Background: an optimization exercise with open tools, aiming at small area, a short achievable clock period and few clock cycles per item. Do not read the settings as production practice. The RTL was checked by simulation tests, not by an equivalence proof against the original design. Power and IR drop assume default switching activity.

==> flow/design.v <==
`default_nettype none
package sclane_pkg;
  localparam int unsigned NLANES     = 32;
  localparam int unsigned TIME_W     = 31;
  localparam int unsigned TEXT_W     = 16;
  localparam int unsigned SPAN_W     = 16;
  localparam logic [15:0] WWIDTH_RST = 16'd1280;
  localparam logic [5:0]  LCOUNT_RST = 6'd12;
  localparam logic [15:0] SPAN_RST   = 16'd400;
  localparam int unsigned ENTRY_MARGIN = 10;
endpackage
`default_nettype wire
`default_nettype none
module scrolling_comment_lane_allocator_core (
  input  wire logic        clk,
  input  wire logic        rst_n,
  input  wire logic        in_valid,
  output logic             in_ready,
  input  wire logic [48:0] in_data,
  output logic             out_valid,
  input  wire logic        out_ready,
  output logic [5:0]       out_data,
  input  wire logic        cfg_valid,
  output logic             cfg_ready,
  input  wire logic [1:0]  cfg_index,
  input  wire logic [15:0] cfg_data
);
  localparam int NL = 32;
  function automatic logic [64:0] addc(input logic [31:0] a, input logic [31:0] b,
                                       input logic cin);
    logic [31:0] g, p, gg, pp;
    logic [32:0] c;
    g  = a & b;
    p  = a ^ b;
    gg = g;
    pp = p;
    gg[0] = g[0] | (p[0] & cin);
    for (int l = 0; l < 5; l++)
      for (int i = 0; i < 32; i++)
        if (((i >> l) & 1) == 1) begin
          gg[i] = gg[i] | (pp[i] & gg[((i >> (l + 1)) << (l + 1)) + (1 << l) - 1]);
          pp[i] = pp[i] & pp[((i >> (l + 1)) << (l + 1)) + (1 << l) - 1];
        end
    c = {gg, cin};
    addc = {c, p ^ c[31:0]};
  endfunction
  function automatic logic le32(input logic [31:0] x, input logic [31:0] y);
    logic [31:0] g, p;
    g = x & ~y;
    p = x | ~y;
    for (int s = 1; s < 32; s = s * 2)
      for (int i = 0; i < 32; i += 2 * s) begin
        g[i] = g[i + s] | (p[i + s] & g[i]);
        p[i] = p[i + s] & p[i];
      end
    le32 = !g[0];
  endfunction
  function automatic logic sum_le(input logic [30:0] t0, input logic [15:0] sh0,
                                  input logic [30:0] key);
    logic [31:0] a, b, k, s, c, g, p;
    a = {1'b0, t0};
    b = {16'b0, sh0};
    k = ~{1'b0, key};
    s = a ^ b ^ k;
    c = (a & b) | (a & k) | (b & k);
    g = s & {c[30:0], 1'b0};
    p = s | {c[30:0], 1'b0};
    for (int st = 1; st < 32; st = st * 2)
      for (int i = 0; i < 32; i += 2 * st) begin
        g[i] = g[i + st] | (p[i + st] & g[i]);
        p[i] = p[i + st] & p[i];
      end
    sum_le = !(g[0] | c[31]);
  endfunction
  function automatic logic [17:0] dstep(input logic [16:0] rem, input logic nb,
                                        input logic [16:0] den);
    logic [64:0] r;
    logic [17:0] tr;
    tr = {rem, nb};
    r  = addc({14'b0, tr}, {14'b0, ~{1'b0, den}}, 1'b1);
    if (r[50]) dstep = {1'b1, r[16:0]};
    else       dstep = {1'b0, tr[16:0]};
  endfunction
  function automatic logic [NL-1:0] first_one(input logic [NL-1:0] x);
    logic [NL-1:0] p;   
    p = {x[NL-2:0], 1'b0};
    for (int s = 1; s < NL; s = s * 2) p = p | (p << s);
    first_one = x & ~p;
  endfunction
  function automatic logic [4:0] enc(input logic [NL-1:0] oh);
    enc = '0;
    for (int i = 0; i < NL; i++) if (oh[i]) enc = enc | 5'(i);
  endfunction
  assign cfg_ready = 1'b1;
  logic        cfg_v_r;
  logic [1:0]  cfg_i_r;
  logic [15:0] cfg_d_r;
  logic [15:0] ww_r, sp_r;
  logic [5:0]  lc_r;
  logic [16:0] ks_r;      
  logic [16:0] kb_r;      
  logic        chg;
  always_ff @(posedge clk) begin
    cfg_v_r <= cfg_valid & rst_n;
    cfg_i_r <= cfg_index;
    cfg_d_r <= cfg_data;
    ks_r    <= {1'b0, sp_r} + 17'd10;
    kb_r    <= {1'b0, sp_r} + 17'd1;
  end
  assign chg = cfg_v_r && ((cfg_i_r == 2'd0 && cfg_d_r != ww_r) ||
                           (cfg_i_r == 2'd2 && cfg_d_r != sp_r));
  always_ff @(posedge clk) begin
    if (!rst_n) begin
      ww_r <= sclane_pkg::WWIDTH_RST;
      lc_r <= sclane_pkg::LCOUNT_RST;
      sp_r <= sclane_pkg::SPAN_RST;
    end else if (cfg_v_r) begin
      if (cfg_i_r == 2'd0) ww_r <= cfg_d_r;
      if (cfg_i_r == 2'd1) lc_r <= cfg_d_r[5:0];
      if (cfg_i_r == 2'd2) sp_r <= cfg_d_r;
    end
  end
  logic [NL-1:0] amask;
  always_comb begin
    for (int j = 0; j < NL; j++)
      amask[j] = (j == 0) || (lc_r > 6'(j));
  end
  logic [31:0] sw_r;
  logic        mbusy;
  logic [1:0]  mcnt;
  logic [3:0]  sbits;
  logic [31:0] madd;
  always_comb begin
    sbits = sp_r[15 - 4 * mcnt -: 4];
    madd  = {sw_r[27:0], 4'b0} + {12'b0, 20'(ww_r) * 20'(sbits)};
  end
  always_ff @(posedge clk) begin
    if (!rst_n) begin
      sw_r  <= 32'd512000;
      mbusy <= 1'b0;
      mcnt  <= '0;
    end else if (chg) begin
      sw_r  <= '0;
      mbusy <= 1'b1;
      mcnt  <= '0;
    end else if (mbusy) begin
      sw_r  <= madd;
      mcnt  <= mcnt + 1'b1;
      if (mcnt == 2'd3) mbusy <= 1'b0;
    end
  end
  logic [30:0] lt [NL];    
  logic [15:0] lx [NL];    
  logic [15:0] lsh[NL];    
  logic [30:0] lb [NL];    
  logic stall;             
  logic outstall_r;
  typedef enum logic [2:0] {B_IDLE, B_PA, B_PB, B_INC, B_FINAL, B_WRITE} bst_t;
  bst_t        bst;
  logic [4:0]  bcnt;
  logic [31:0] bval;
  logic        anyp_r;
  logic        probe;
  logic [NL-1:0] rcp;      
  logic [NL-1:0] lnz;
  logic [NL-1:0] rc_oh;
  logic          rc_go;
  logic [15:0]   rc_x;
  always_comb begin
    for (int j = 0; j < NL; j++) lnz[j] = |lx[j];
    rc_oh = first_one(rcp);
    rc_go = !mbusy && (rcp != '0);
    rc_x  = '0;
    for (int j = 0; j < NL; j++) if (rc_oh[j]) rc_x = rc_x | lx[j];
  end
  always_ff @(posedge clk) begin
    if (!rst_n)     rcp <= '0;
    else if (chg)   rcp <= lnz;
    else if (rc_go) rcp <= rcp & ~rc_oh;
  end
  logic        s0_v, s0_rc, sk_v;
  logic [48:0] s0_d, sk_d;
  logic        in_ready_r;
  logic        acc, s0_en;
  assign acc      = in_valid && in_ready_r;
  assign in_ready = in_ready_r;
  assign s0_en    = !stall || !s0_v;
  logic sk_v_n;
  always_comb begin
    sk_v_n = sk_v;
    if (s0_en)    sk_v_n = 1'b0;
    else if (acc) sk_v_n = 1'b1;
  end
  always_ff @(posedge clk) begin
    if (!rst_n) begin
      s0_v <= 1'b0;
      sk_v <= 1'b0;
      in_ready_r <= 1'b0;
    end else begin
      if (s0_en) s0_v <= sk_v || acc || rc_go;
      sk_v <= sk_v_n;
      in_ready_r <= !sk_v_n && !cfg_valid && !chg &&
                    !(mbusy && mcnt != 2'd3) &&
                    ((rcp == '0) || (rc_go && (rcp & ~rc_oh) == '0));
    end
  end
  always_ff @(posedge clk) begin
    if (s0_en) begin
      s0_rc <= !sk_v && rc_go;
      if (sk_v)       s0_d <= sk_d;
      else if (rc_go) s0_d <= {26'b0, enc(rc_oh), rc_x, 2'b0};
      else            s0_d <= in_data;
    end
    if (stall && s0_v && !sk_v) sk_d <= in_data;
  end
  logic        d1_v, d1_rc, d1_bot;
  logic [30:0] d1_t;
  logic [16:0] d1_den, d1_rem;
  logic [0:0]  d1_q;
  logic [16:0] d1_den_n;
  logic [17:0] d1_st;
  logic [64:0] d1_add;
  always_comb begin
    d1_add   = addc({16'b0, ww_r}, {16'b0, s0_d[17:2]}, 1'b0);
    d1_den_n = d1_add[16:0];
    d1_st    = dstep({1'b0, sw_r[31:16]}, sw_r[15], d1_den_n);
  end
  always_ff @(posedge clk) begin
    if (!rst_n) d1_v <= 1'b0;
    else if (!stall) d1_v <= s0_v;
    if (!stall) begin
      d1_rc  <= s0_rc;
      d1_bot <= (s0_d[1:0] == 2'd1) && !s0_rc;
      d1_t   <= s0_d[48:18];
      d1_den <= d1_den_n;
      d1_rem <= d1_st[16:0];
      d1_q   <= d1_st[17];
    end
  end
  logic        d2_v, d2_rc, d2_bot;
  logic [30:0] d2_t;
  logic [16:0] d2_den, d2_rem;
  logic [2:0] d2_q;
  logic [17:0] d2_st0, d2_st1;
  always_comb begin
    d2_st0 = dstep(d1_rem, sw_r[14], d1_den);
    d2_st1 = dstep(d2_st0[16:0], sw_r[13], d1_den);
  end
  always_ff @(posedge clk) begin
    if (!rst_n) d2_v <= 1'b0;
    else if (!stall) d2_v <= d1_v;
    if (!stall) begin
      d2_rc  <= d1_rc;
      d2_bot <= d1_bot;
      d2_t   <= d1_t;
      d2_den <= d1_den;
      d2_rem <= d2_st1[16:0];
      d2_q   <= {d1_q, d2_st0[17], d2_st1[17]};
    end
  end
  logic        d3_v, d3_rc, d3_bot;
  logic [30:0] d3_t;
  logic [16:0] d3_den, d3_rem;
  logic [4:0] d3_q;
  logic [17:0] d3_st0, d3_st1;
  always_comb begin
    d3_st0 = dstep(d2_rem, sw_r[12], d2_den);
    d3_st1 = dstep(d3_st0[16:0], sw_r[11], d2_den);
  end
  always_ff @(posedge clk) begin
    if (!rst_n) d3_v <= 1'b0;
    else if (!stall) d3_v <= d2_v;
    if (!stall) begin
      d3_rc  <= d2_rc;
      d3_bot <= d2_bot;
      d3_t   <= d2_t;
      d3_den <= d2_den;
      d3_rem <= d3_st1[16:0];
      d3_q   <= {d2_q, d3_st0[17], d3_st1[17]};
    end
  end
  logic        d4_v, d4_rc, d4_bot;
  logic [30:0] d4_t;
  logic [16:0] d4_den, d4_rem;
  logic [6:0] d4_q;
  logic [17:0] d4_st0, d4_st1;
  always_comb begin
    d4_st0 = dstep(d3_rem, sw_r[10], d3_den);
    d4_st1 = dstep(d4_st0[16:0], sw_r[9], d3_den);
  end
  always_ff @(posedge clk) begin
    if (!rst_n) d4_v <= 1'b0;
    else if (!stall) d4_v <= d3_v;
    if (!stall) begin
      d4_rc  <= d3_rc;
      d4_bot <= d3_bot;
      d4_t   <= d3_t;
      d4_den <= d3_den;
      d4_rem <= d4_st1[16:0];
      d4_q   <= {d3_q, d4_st0[17], d4_st1[17]};
    end
  end
  logic        d5_v, d5_rc, d5_bot;
  logic [30:0] d5_t;
  logic [16:0] d5_den, d5_rem;
  logic [8:0] d5_q;
  logic [17:0] d5_st0, d5_st1;
  always_comb begin
    d5_st0 = dstep(d4_rem, sw_r[8], d4_den);
    d5_st1 = dstep(d5_st0[16:0], sw_r[7], d4_den);
  end
  always_ff @(posedge clk) begin
    if (!rst_n) d5_v <= 1'b0;
    else if (!stall) d5_v <= d4_v;
    if (!stall) begin
      d5_rc  <= d4_rc;
      d5_bot <= d4_bot;
      d5_t   <= d4_t;
      d5_den <= d4_den;
      d5_rem <= d5_st1[16:0];
      d5_q   <= {d4_q, d5_st0[17], d5_st1[17]};
    end
  end
  logic        d6_v, d6_rc, d6_bot;
  logic [30:0] d6_t;
  logic [16:0] d6_den, d6_rem;
  logic [10:0] d6_q;
  logic [17:0] d6_st0, d6_st1;
  always_comb begin
    d6_st0 = dstep(d5_rem, sw_r[6], d5_den);
    d6_st1 = dstep(d6_st0[16:0], sw_r[5], d5_den);
  end
  always_ff @(posedge clk) begin
    if (!rst_n) d6_v <= 1'b0;
    else if (!stall) d6_v <= d5_v;
    if (!stall) begin
      d6_rc  <= d5_rc;
      d6_bot <= d5_bot;
      d6_t   <= d5_t;
      d6_den <= d5_den;
      d6_rem <= d6_st1[16:0];
      d6_q   <= {d5_q, d6_st0[17], d6_st1[17]};
    end
  end
  logic        d7_v, d7_rc, d7_bot;
  logic [30:0] d7_t;
  logic [16:0] d7_den, d7_rem;
  logic [12:0] d7_q;
  logic [17:0] d7_st0, d7_st1;
  always_comb begin
    d7_st0 = dstep(d6_rem, sw_r[4], d6_den);
    d7_st1 = dstep(d7_st0[16:0], sw_r[3], d6_den);
  end
  always_ff @(posedge clk) begin
    if (!rst_n) d7_v <= 1'b0;
    else if (!stall) d7_v <= d6_v;
    if (!stall) begin
      d7_rc  <= d6_rc;
      d7_bot <= d6_bot;
      d7_t   <= d6_t;
      d7_den <= d6_den;
      d7_rem <= d7_st1[16:0];
      d7_q   <= {d6_q, d7_st0[17], d7_st1[17]};
    end
  end
  logic        d8_v, d8_rc, d8_bot;
  logic [30:0] d8_t;
  logic [16:0] d8_den, d8_rem;
  logic [14:0] d8_q;
  logic [17:0] d8_st0, d8_st1;
  always_comb begin
    d8_st0 = dstep(d7_rem, sw_r[2], d7_den);
    d8_st1 = dstep(d8_st0[16:0], sw_r[1], d7_den);
  end
  always_ff @(posedge clk) begin
    if (!rst_n) d8_v <= 1'b0;
    else if (!stall) d8_v <= d7_v;
    if (!stall) begin
      d8_rc  <= d7_rc;
      d8_bot <= d7_bot;
      d8_t   <= d7_t;
      d8_den <= d7_den;
      d8_rem <= d8_st1[16:0];
      d8_q   <= {d7_q, d8_st0[17], d8_st1[17]};
    end
  end
  logic [17:0] p_st;
  logic [15:0] p_q;
  logic        p_rnz, p_zero;
  logic [64:0] p_key, p_ks, p_k2, p_w;
  always_comb begin
    p_st   = dstep(d8_rem, sw_r[0], d8_den);
    p_zero = (d8_den == '0);
    p_q    = p_zero ? 16'd0 : {d8_q, p_st[17]};
    p_rnz  = (p_st[16:0] != '0);
    p_key  = addc({1'b0, d8_t}, ~(d8_bot ? {15'b0, kb_r} : 32'd10), 1'b1);
    p_ks   = addc({1'b0, d8_t}, ~{15'b0, ks_r}, 1'b1);
    p_k2   = addc(p_ks[31:0], {16'b0, p_q}, 1'b0);
    p_w    = addc({16'b0, d8_den[15:0]}, ~{16'b0, ww_r}, 1'b1);
  end
  logic        c_v, c_rc, c_bot, c_none, c_none2, c_rnz, c_zero;
  logic [30:0] c_t, c_key;
  logic [31:0] c_k2;
  logic [15:0] c_q, c_w;
  always_ff @(posedge clk) begin
    if (!rst_n) c_v <= 1'b0;
    else if (!stall) c_v <= d8_v;
    if (!stall) begin
      c_rc    <= d8_rc;
      c_bot   <= d8_bot;
      c_t     <= d8_t;
      c_key   <= p_key[30:0];
      c_none  <= !p_key[64];
      c_k2    <= p_k2[31:0];
      c_none2 <= !p_key[64] || (!p_ks[64] && !p_k2[64]);
      c_q     <= p_q;
      c_rnz   <= p_rnz;
      c_zero  <= p_zero;
      c_w     <= p_w[15:0];
    end
  end
  logic          s_v, s_bot;
  logic [30:0]   s_t;
  logic [15:0]   s_w, s_sh;
  logic [NL-1:0] s_fit, s_fixoh;
  logic          s_fnew;
  logic [64:0] c_sh_add;
  logic [15:0] c_sh;
  always_comb begin
    c_sh_add = addc({16'b0, sp_r}, {16'b0, ~c_q}, !c_rnz);
    c_sh     = c_zero ? 16'd0 : c_sh_add[15:0];
  end
  logic [31:0] pk, lowm;
  always_comb begin
    for (int i = 0; i < 32; i++) lowm[i] = (i < bcnt);
    pk = (bst == B_PA) ? (bval & ~lowm) : bval;
  end
  assign probe = (bst == B_PA) || (bst == B_FINAL);
  logic [31:0] k2_eff;
  logic        none2_eff;
  assign k2_eff    = probe ? pk : c_k2;
  assign none2_eff = c_none2 && !probe;
  logic [NL-1:0] c1, c2, fb, fs, fbm, fit;
  logic          fnew;
  always_comb begin
    for (int j = 0; j < NL; j++) begin
      c1[j] = sum_le(lt[j], lsh[j], c_key);
      c2[j] = !le32(k2_eff, {1'b0, lt[j]});
      fb[j] = le32({1'b0, lb[j]}, {1'b0, c_key});
      fs[j]  = amask[j] && c2[j] && !none2_eff && ((c1[j] && !c_none) || probe);
      fbm[j] = amask[j] && fb[j] && !c_none;
    end
    fit  = (c_bot && !probe) ? fbm : fs;
    if (c_bot) fnew = !c_none && le32({1'b0, s_t}, {1'b0, c_key});
    else       fnew = !c_none && !c_none2 && sum_le(s_t, s_sh, c_key) &&
                      !le32(c_k2, {1'b0, s_t});
  end
  logic [NL-1:0] fitp, oh, we_oh;
  logic          anyf, nf, sel_go;
  logic [5:0]    res;
  always_comb begin
    fitp   = (s_fit & ~s_fixoh) | (s_fixoh & {NL{s_fnew}});
    anyf   = |fitp;
    nf     = s_v && !s_bot && !anyf && (bst == B_IDLE);
    stall  = outstall_r || nf || (bst != B_IDLE && bst != B_WRITE);
    sel_go = s_v && !stall;
    oh     = first_one(fitp);
    oh[0]  = oh[0] | !anyf;
    we_oh  = sel_go ? oh : '0;
    res    = {enc(oh), (bst == B_WRITE)};
  end
  always_ff @(posedge clk) begin
    if (!rst_n) s_v <= 1'b0;
    else if (!stall) s_v <= c_v && !c_rc;
    if (!stall) begin
      s_bot   <= c_bot;
      s_t     <= c_t;
      s_w     <= c_w;
      s_sh    <= c_sh;
      s_fit   <= fit;
      s_fixoh <= (s_bot == c_bot) ? we_oh : '0;
      s_fnew  <= fnew;
    end else if (bst == B_FINAL) begin
      s_fit   <= fs;
      s_fixoh <= '0;
    end
  end
  always_ff @(posedge clk) begin
    if (!rst_n) begin
      bst <= B_IDLE;
    end else begin
      case (bst)
        B_IDLE: if (nf) begin
          bst  <= B_PA;
          bval <= {1'b0, {31{1'b1}}};
          bcnt <= 5'd30;
        end
        B_PA: begin
          anyp_r <= |fs;
          bst    <= B_PB;
        end
        B_PB: begin
          if (anyp_r) bval[bcnt] <= 1'b0;
          bcnt <= bcnt - 1'b1;
          bst  <= (bcnt == 5'd0) ? B_INC : B_PA;
        end
        B_INC: begin
          bval <= bval + 32'd1;
          bst  <= B_FINAL;
        end
        B_FINAL: bst <= B_WRITE;
        default: if (sel_go) bst <= B_IDLE;
      endcase
    end
  end
  logic        rc_wr;
  logic [30:0] wd_t;
  logic [15:0] wd_w, wd_sh;
  assign rc_wr = c_v && c_rc;
  assign wd_t  = rst_n ? s_t : '0;
  assign wd_w  = rst_n ? s_w : '0;
  assign wd_sh = !rst_n ? '0 : (rc_wr ? c_sh : s_sh);
  always_ff @(posedge clk) begin
    for (int j = 0; j < NL; j++) begin
      if (!rst_n || (we_oh[j] && !s_bot)) begin
        lt[j] <= wd_t;
        lx[j] <= wd_w;
      end
      if (!rst_n || (we_oh[j] && !s_bot) || (rc_wr && c_t[4:0] == 5'(j)))
        lsh[j] <= wd_sh;
      if (!rst_n || (we_oh[j] && s_bot)) lb[j] <= wd_t;
    end
  end
  logic       o_v, ob_v;
  logic [5:0] o_d, ob_d;
  logic       pop;
  logic       o_v_n, ob_v_n;
  assign pop = o_v && out_ready;
  always_comb begin
    o_v_n  = o_v;
    ob_v_n = ob_v;
    if (!o_v || pop) begin
      if (ob_v) begin
        o_v_n  = 1'b1;
        ob_v_n = sel_go;
      end else begin
        o_v_n  = sel_go;
      end
    end else if (sel_go) begin
      ob_v_n = 1'b1;
    end
  end
  always_ff @(posedge clk) begin
    if (!rst_n) begin
      o_v <= 1'b0;
      ob_v <= 1'b0;
      outstall_r <= 1'b0;
    end else begin
      o_v <= o_v_n;
      ob_v <= ob_v_n;
      outstall_r <= o_v_n && ob_v_n;
    end
    if (!o_v || pop) o_d <= ob_v ? ob_d : res;
    if (sel_go && (ob_v || !(!o_v || pop))) ob_d <= res;
  end
  assign out_valid = o_v;
  assign out_data  = o_d;
endmodule
`default_nettype wire
`default_nettype none
module sclane_top (
  input  wire logic        clk,
  input  wire logic        rst_n,
  input  wire logic        in_valid,
  output logic             in_ready,
  input  wire logic [48:0] in_data,
  output logic             out_valid,
  input  wire logic        out_ready,
  output logic [5:0]       out_data,
  input  wire logic        cfg_valid,
  output logic             cfg_ready,
  input  wire logic [1:0]  cfg_index,
  input  wire logic [15:0] cfg_data
);
  scrolling_comment_lane_allocator_core u_core (
    .clk       (clk),
    .rst_n     (rst_n),
    .in_valid  (in_valid),
    .in_ready  (in_ready),
    .in_data   (in_data),
    .out_valid (out_valid),
    .out_ready (out_ready),
    .out_data  (out_data),
    .cfg_valid (cfg_valid),
    .cfg_ready (cfg_ready),
    .cfg_index (cfg_index),
    .cfg_data  (cfg_data)
  );
endmodule
`default_nettype wire
==> flow/run.sh <==
#!/bin/bash
# synth_recipe.tcl (not shown) runs the flow's synth.tcl, then flattens the netlist and writes it again
# the make line also repeats each setting of config.mk as NAME=value (left out here)
make -C /OpenROAD-flow-scripts/flow DESIGN_CONFIG=/design/flow/config.mk WORK_HOME=/design/flow/orfs CLKGATE_MAP_FILE= SYNTH_SCRIPT=/design/flow/synth_recipe.tcl finish
==> flow/config.mk <==
export PLATFORM = sky130hd
export DESIGN_NAME = sclane_top
export DESIGN_NICKNAME = sclane_top
export VERILOG_FILES = /design/flow/design.v
export SDC_FILE = /design/flow/constraint.sdc
export NUM_CORES = 4
export LEC_CHECK = 0
export CAP_MARGIN = 20
export CORE_MARGIN = 2
export CORE_UTILIZATION = 40
export SETUP_SLACK_MARGIN = 5
export SLEW_MARGIN = 20
export TNS_END_PERCENT = 100
==> flow/constraint.sdc <==
create_clock -name core_clock -period 12.0 [get_ports {clk}]
set_input_delay 2.4000 -clock core_clock [delete_from_list [all_inputs] [get_ports {clk}]]
set_output_delay 2.4000 -clock core_clock [all_outputs]
set_load 0.01 [all_outputs]
==> notes.md <==
[metrics by stage]
stage               util, %  cells
finish                45.58  26476
global route          45.56  26445
CTS                   45.37  26384
detailed placement    42.55  25520
global placement      42.54  25516
floorplan                 -  18351
[critical path: cells and delay by family (launching register included)]
| kind | cells | cell delay (ns) |
|---|---|---|
| compound gates | 5 | 2.38 |
| buf+inv | 2 | 0.79 |
| flops | 1 | 0.52 |
| simple gates | 8 | 2.84 |
[layout by cell type (no fill, tap or decap), drive strengths merged, types with 187 or more instances in the layout]
cell type,netlist,routed
nor2b,322,322
edfxtp,4018,4018
nand2b,218,220
ha,891,891
nand3,265,267
a21oi,863,863
a221oi,193,193
a22oi,299,299
a222oi,187,187
inv,1613,1636
o22ai,538,538
buf,143,584
maj3,812,812
nor3,266,266
nor4,216,216
a31oi,224,224
nand2,1203,1203
clkbuf,564,589
nor2,1101,1101
o21ai,965,965
fa,630,630
[cell type report]
type	instances	area share, %
Antenna cell	36	0.03572
Clock buffer	588	4.886
Clock inverter	253	1.100
Inverter	1623	2.445
Multi-Input combinational cell	11830	36.35
Sequential cell	4195	49.25
Tap cell	7287	3.615
Timing Repair Buffer	663	2.318
Timing Repair inverter	1	0.001984
[worst max path at each step]
stage	from	end	slack [ns]	cells after the start
global route	u_core.sw_r[2]	u_core.d8_rem[2]	4.89	33
finish	u_core.bst[1]	u_core.anyp_r	5.00	15
global placement	u_core.sw_r[6]	u_core.d6_rem[15]	3.65	34
CTS	u_core.sw_r[12]	u_core.d3_rem[15]	5.00	33
floorplan	u_core.s_fnew	u_core.lsh[12][0]	4.44	16
detailed placement	u_core.sw_r[6]	u_core.d6_rem[9]	3.74	34
[sequential cells by signal (all words and copies together) (netlist names), 32 cells and up]
register,cells
u_core.rcp,32
u_core.lb,992
u_core.s0_d,49
u_core.lt,992
u_core.sw_r,32
u_core.s_fit,32
u_core.lx,512
u_core.lsh,512
u_core.sk_d,49
u_core.bval,32
u_core.c_k2,32
u_core.s_fixoh,32
[report_power, final]
part	leakage [nW]	total (mW)	internal [mW]	switching [mW]
Combinational	42.4	34.0	12.9	21.1
Sequential	43.4	20.9	19.5	1.47
Clock	7.30	14.3	8.08	6.23
Total	93.1	69.3	40.5	28.8
[timing repair]
action / in CTS / in global routing
hold buffers: 0 / 0
cloned: 4 / 2
endpoints found under the setup margin: 129 / 173
pin swaps: 13 / 51
resized for setup: 82 / 97
setup buffers: 19 / 38
[cell families after synthesis]
| kind of cell | Yosys count | synth area share [%] |
|---|---|---|
| flip-flops | 4195 | 55.82 |
| buffers and inverters | 2330 | 3.963 |
| other | 1 | 0.001685 |
| multiplexers | 220 | 1.096 |
| AND/OR/NAND/NOR | 4130 | 8.869 |
| AO/OA/AOI/OAI | 4826 | 14.67 |
| adder cells (fa/ha/maj) | 2333 | 14.34 |
| XOR/XNOR | 316 | 1.244 |
[routing by layer]
layer	vias to the layer above	GRT usage [%]	part of all wire [%]
met5	-	0	0.025
li1	70679	-	-
met1	81894	35.53	37
met3	2215	6.078	11
met4	28	16.27	7.2
met2	10052	43.49	44
==> impl_metrics.ini <==
[finish]
drive_gt1_share_pct = 9.941
areaGrowthSynthToFinish_pct = 13.35
stdcell_area_sq_um = 252200
nFillCells = 49722
seq_area_sq_um = 124200
fin_nets = 20362
multi_input_area_sq_um = 91680

[logic_synthesis]
netlist_top_cells_count = 4018 x edfxtp_1, 1610 x inv_1, 1202 x nand2_1
netlist_area_sq_um = 222500
syn_nets = 19944
yosys_warnings = 5
synthFlopType = edfxtp_1
synthArstFlopShare_pct = 0
synth_edf_count = 4018
ys_top_cells_by_area = edfxtp_1 54%, fa_1 5.7%, ha_1 5.0%
netlist_instances = 18351
yosys.area.top_type = edfxtp_1
ys_ff_latch = 4195
yosysMostFrequentCell = edfxtp_1
syn_avg_cell_area_sq_um = 12.13
netlist.area_leader.share_pct = 54.22
synth.distinct_cells = 105
yosysSeqAreaShare_pct = 55.82

[drt]
vias = 164868
drt_iter0_drc = 25159
vias_per_cell = 6.227
wl_per_cell_um = 30.59
drt_pre_antenna_iters = 10
route.detailed.drc = 0
postRouteAntennaNets = 0
drt_wl_total_mm = 809.9

[global_route]
grt_pass1_vias = 156866
grt_max_degree = 176
grt_usage_pct = 27.78
grt_pass1_wl_mm = 1132
grt-ovfl-total = 0
antenna_found_initial = 87

[timing]
setup_slack_ns = 4.995
finalSetupViolations = 0
finalCritPeriodShare_pct = 58.37
max_freq_ghz = 0.1428
clock_skew_ns = 0.1191
slew_violations = 0
hold_viol_final = 0
setup_tns_ns = 0
slew_headroom_pct = 17.05
whs_ns = 0.3536
rsz0062_at_grt = yes
tightest_slew_ns = 1.238
final.min_clock_period_ns = 7.005

[place]
place_area_sq_um = 235500
place_hpwl_mm = 556.9
portBuffers = 79
place.gp.congestion = 1.024
dp_slack_ns = 3.737

[worst_setup_path]
cp-end-kind = flip-flop
worstPathArrival_ns = 7.68
required_ns = 12.67
slowest_delay_ns = 0.70
worstPathCellList = buf_4, nand4bb_2, a311oi_1, o21a_2, buf_12, or2_2, o21ai_0, a31oi_1, nor2b_1, o41a_1, nor4_1, nand4_1, nor3_1, and4_1, nand4_1
crit_type = reg -> reg
path_common_cell = nand4_1
regToRegEndpoint = u_core.anyp_r
critPathSlowestCell = o41a_1
r2r-start = u_core.bst[1]
path_max_fanout = 56
crit_path_start_kind = flip-flop
rrSetupSlack_ns = 5.00
r2r_cells = 15

[cts]
clock-sinks = 4195
cts.clk_slew.worst_paths_ns = 0.06
cts.htree.levels = 5
clk_latency_ns = 1.10
cts_tree = yes
cts-root-buf = clkbuf_16
cts_buffer_depth = 4
cts_buffers = 455

[flow_run]
maxCapViolCount = 0

[floorplan]
start_util_pct = 40.21
core-area_sq_um = 553400
dieWidth_um = 749.8
row_count = 273
boundaryPins = 81
die_h_um = 749.8
dieArea_sq_um = 562300

[status]
status = complete, no violations

[pwr]
p_per_area_nw_per_um2 = 274.6
total_power_mw = 69.26
peakVddDrop_uv = 403.7
p_leak_nw = 93.15

[min_path]
worstHoldStart = u_core.d6_q[4]
min_path_cells = 0
holdPathEnd = u_core.d7_q[6]
hold_path.class = reg -> reg
Testbench counts, summed over its fixed seeds: cycles 5,350, items 4,800.

[static timing again, ports no longer ideal]
Ports are ideal in the flow. The routed layout listed here was re-timed in OpenROAD. Step 1 sets driving cells, clkbuf_16 on the clock port and buf_2 on the other inputs (assumed; they add their load-dependent delay and slew). Step 2, shift: input delay + t, output delay - t, t = (earliest + latest rising clock arrival at the registers) / 2. This alone moves slack from input paths to output paths. Three values: ideal ports, drivers, drivers and shift; two values: the first two.
t (ns): 1.171
setup WS [ns]: 4.995 / 4.995 / 4.995
cell pins on the clock port's net: 1
After both steps setup and hold are still met in this run. The setup slack of this run moves by 0.000 ns with the drivers and by 0.000 ns with both steps.
